This is an optimization exercise on Yosys and OpenROAD, whose aim is small area, a short achievable clock period and few clock cycles, not a production implementation.
Where RTL was checked, it was by simulation tests only, not by an equivalence proof against the original.
No activity file was given, so power comes from the tool's default toggle rates.

== run 1 ==
## sparse_mul_top
module sparse_mul_top
(
  input  logic                                    clk,
  input  logic                                    rst_n,
  input  logic                                    start,
  output logic                                    busy,
  output logic                                    done,
  input  logic                                    poly_wr_en,
  input  logic [$clog2(64)-1:0]                   poly_wr_addr,
  input  logic [8-1:0]                 poly_wr_data,
  input  logic                                    pos_wr_en,
  input  logic [$clog2(16 / 4)-1:0]                  pos_wr_addr,
  input  logic [4*$clog2(64)-1:0]        pos_wr_data,
  input  logic                                    res_rd_en,
  input  logic [$clog2(64)-1:0]                   res_rd_addr,
  output logic [8-1:0]                 res_rd_data,
  output logic                                    res_rd_valid
);
  localparam int N       = 64;
  localparam int H       = 16;
  localparam int L       = 4;
  localparam int W       = 8;
  localparam int POS_W   = $clog2(64);
  localparam int WORDS   = 16 / 4;
  logic [N-1:0][W-1:0]           a_mem;
  logic [WORDS-1:0][L*POS_W-1:0] pos_mem;
  logic [N-1:0][W-1:0]           acc_v;
  logic [N-1:0]                  acc_c;
  logic [N-1:0][W-1:0]           nxt_v;
  logic [N-1:0]                  nxt_c;
  logic                          busy_q;
  logic                          first_q;    
  logic                          last_q;     
  logic [POS_W:0]                step_q;     
  logic [POS_W-1:0]              idx_q;      
  ...
Size: ~7100 cells after synthesis, roughly 63 I/O pins, about 0.083 mm² of cells after synthesis.
export LEC_CHECK = 0
export CAP_MARGIN = 20
export CORE_MARGIN = 2
export CORE_UTILIZATION = 55
export SETUP_SLACK_MARGIN = 2.0
export SLEW_MARGIN = 20
create_clock -name core_clock -period 5.0 [get_ports {clk}]
run.sh (not shown) runs the stock make flow with config.mk's settings and CLKGATE_MAP_FILE= SYNTH_SCRIPT=/design/flow/synth_recipe.tcl, a recipe that flattens the netlist after the stock synthesis.
Testbench counts of run 1, summed over its fixed seeds: cycles 6,752.
## Diff of input files: run 2 against run 1
- SETUP_SLACK_MARGIN changed from 2.0 to 2.2
- CORE_UTILIZATION changed from 55 to 60
--- outcome ---
Measured against each other, run 2 and run 1 differ in wire length, the lower figure coming from run 1.
Measured against each other, run 2 and run 1 differ in final antenna diode count, the lower figure coming from run 1.
For run 2, the capturing instance or port of the critical path was rd_x[3], unlike run 1, where it was rd_q[0].
Run 2 finished every stage and its layout cleared the timing, design-rule and antenna checks.
Going from run 1 to run 2, clock-buffer cell count shrinks by 11.
What run 3 does differently from run 2 at the input level:
- CORE_UTILIZATION changed from 60 to 55
Findings:
- Compared with run 2, run 3 improves setup slack.
- Taking run 2 as the reference, in run 3 routed wire length +0.89%, clock share of power -0.6 points, per-cell routed wire length -1.4%, post-layout minimum cycle time -27 ps, critical path depth -5.
- Run 2 -> run 3: sequential fraction of total cell area flat
- Run 3 ends up with a worst hold slack after final layout that is 21 ps lower than in run 2.
Modified inputs, run 4 compared to run 3
- SETUP_SLACK_MARGIN: 2.2 -> 2.3
==> run notes <==
Run 4 finished every stage and its layout cleared the timing, design-rule and antenna checks. [compare] base=run 3 new=run 4: maximum frequency increased 0.0020 GHz; final standard cell utilization of the core increased 1.6 points. Detailed route, run 4 vs run 3: via total higher for run 4. Compared with run 3, run 4 shows a higher cell-internal power. Worst-margin pin slew: run 4 vs run 3 down 33 ps. sky130_fd_sc_hd__clkdlybuf4s50_1 as the slowest stage cell on the critical path was reported by run 4, and sky130_fd_sc_hd__dfxtp_2 by run 3.
The inputs of run 5 differ from those of run 4 as listed below.
- putting PLACE_DENSITY at 0.7 where nothing was set
- swapping 55 for 65 in CORE_UTILIZATION
- swapping 2.3 for 2.2 in SETUP_SLACK_MARGIN
Results
- Run 5 finished every stage and its layout cleared the timing, design-rule and antenna checks.
- Summary — routed wire length, run 5 relative to run 4: lower, by 4.2%.
- Run 5 falls short of run 4 in post-layout worst setup margin.
- Run 5 vs run 4 — data arrival time of the worst path dropped 1640 ps.


the reference run:
Another version of the RTL of sparse_mul_top (not shown whole).
Size: roughly 1400 flip-flops, ~63 I/O pins.
Settings: LEC_CHECK=0, CAP_MARGIN=20, CORE_MARGIN=2, CORE_UTILIZATION=40, SETUP_SLACK_MARGIN=2.5, SLEW_MARGIN=20; clock period 5.0 ns.
Here is what was changed in the inputs of the trial run compared with the reference run.
# the reference run
export LEC_CHECK = 0
export CAP_MARGIN = 20
export CORE_MARGIN = 2
export CORE_UTILIZATION = 40
export SETUP_SLACK_MARGIN = 2.5
export SLEW_MARGIN = 20
create_clock -name core_clock -period 5.0 [get_ports {clk}]
# the trial run
export LEC_CHECK = 0
export CAP_MARGIN = 20
export CORE_MARGIN = 2
export CORE_UTILIZATION = 40
export SETUP_SLACK_MARGIN = 1.5
export SLEW_MARGIN = 20
create_clock -name core_clock -period 5.0 [get_ports {clk}]
Results
For the trial run, the category of the critical setup timing path was in -> reg, unlike the reference run, where it was reg -> reg.
Per the comparison of the trial run with the reference run, layout overhead on the synthesized area lower, design area dropped about 14%, post-route total power went down by 11%.
Compared with the reference run, in the trial run combined area of the multi-input logic cells fell 5500 um^2; share of synthesized cell area in and, or, nand and nor gates about even; leakage power of the design fell 16%; final critical path time including I/O delays and setup rose 0.55 ns.
The trial run ended with less non-clock buffering overhead in the final layout than the reference run.
No functional check of the RTL was part of any run of this note.

[afterwards: timing with drivers on the ports]
Ports are ideal in the flow. The routed layouts listed here were re-timed in OpenROAD.
Step 1 (the two cells are an assumption about what drives the block):
set clk [get_ports {clk}]
set_driving_cell -lib_cell sky130_fd_sc_hd__clkbuf_16 $clk
set_driving_cell -lib_cell sky130_fd_sc_hd__buf_2 [delete_from_list [all_inputs] $clk]
Step 2 adds t to the input delays and takes it off the output delays; t is the mean of the earliest and latest rising clock arrival at the registers after step 1. Input paths then give back, and output paths get back, about the clock's delay inside the block.
Three values: no drivers, after step 1, after step 2; two values: the first two.
run | shift t [ns] | setup slack, ns | latest minus earliest clock arrival (ns) | worst data-port slew with drivers (ns)
run 1 | 0.885 | 1.973 / 1.950 / 1.065 | 0.049 / 0.049 | 0.16
run 2 | 0.875 | 2.221 / 2.022 / 1.148 | 0.051 / 0.051 | 0.31
run 3 | 0.899 | 2.248 / 2.119 / 1.220 | 0.046 / 0.046 | 0.29
run 4 | 0.883 | 2.263 / 2.146 / 1.263 | 0.033 / 0.033 | 0.25
run 5 | 0.877 | 2.217 / 2.137 / 1.270 | 0.022 / 0.023 | 0.27
the reference run | 0.925 | 2.170 / 2.023 / 1.098 | 0.042 / 0.042 | 0.41
the trial run | 0.899 | 1.619 / 1.568 / 0.669 | 0.045 / 0.045 | 0.17
After both steps every run listed still meets setup and hold. For run 2, which loses most, drivers alone change the setup slack by -0.199 ns; drivers and shift together by -1.073 ns.
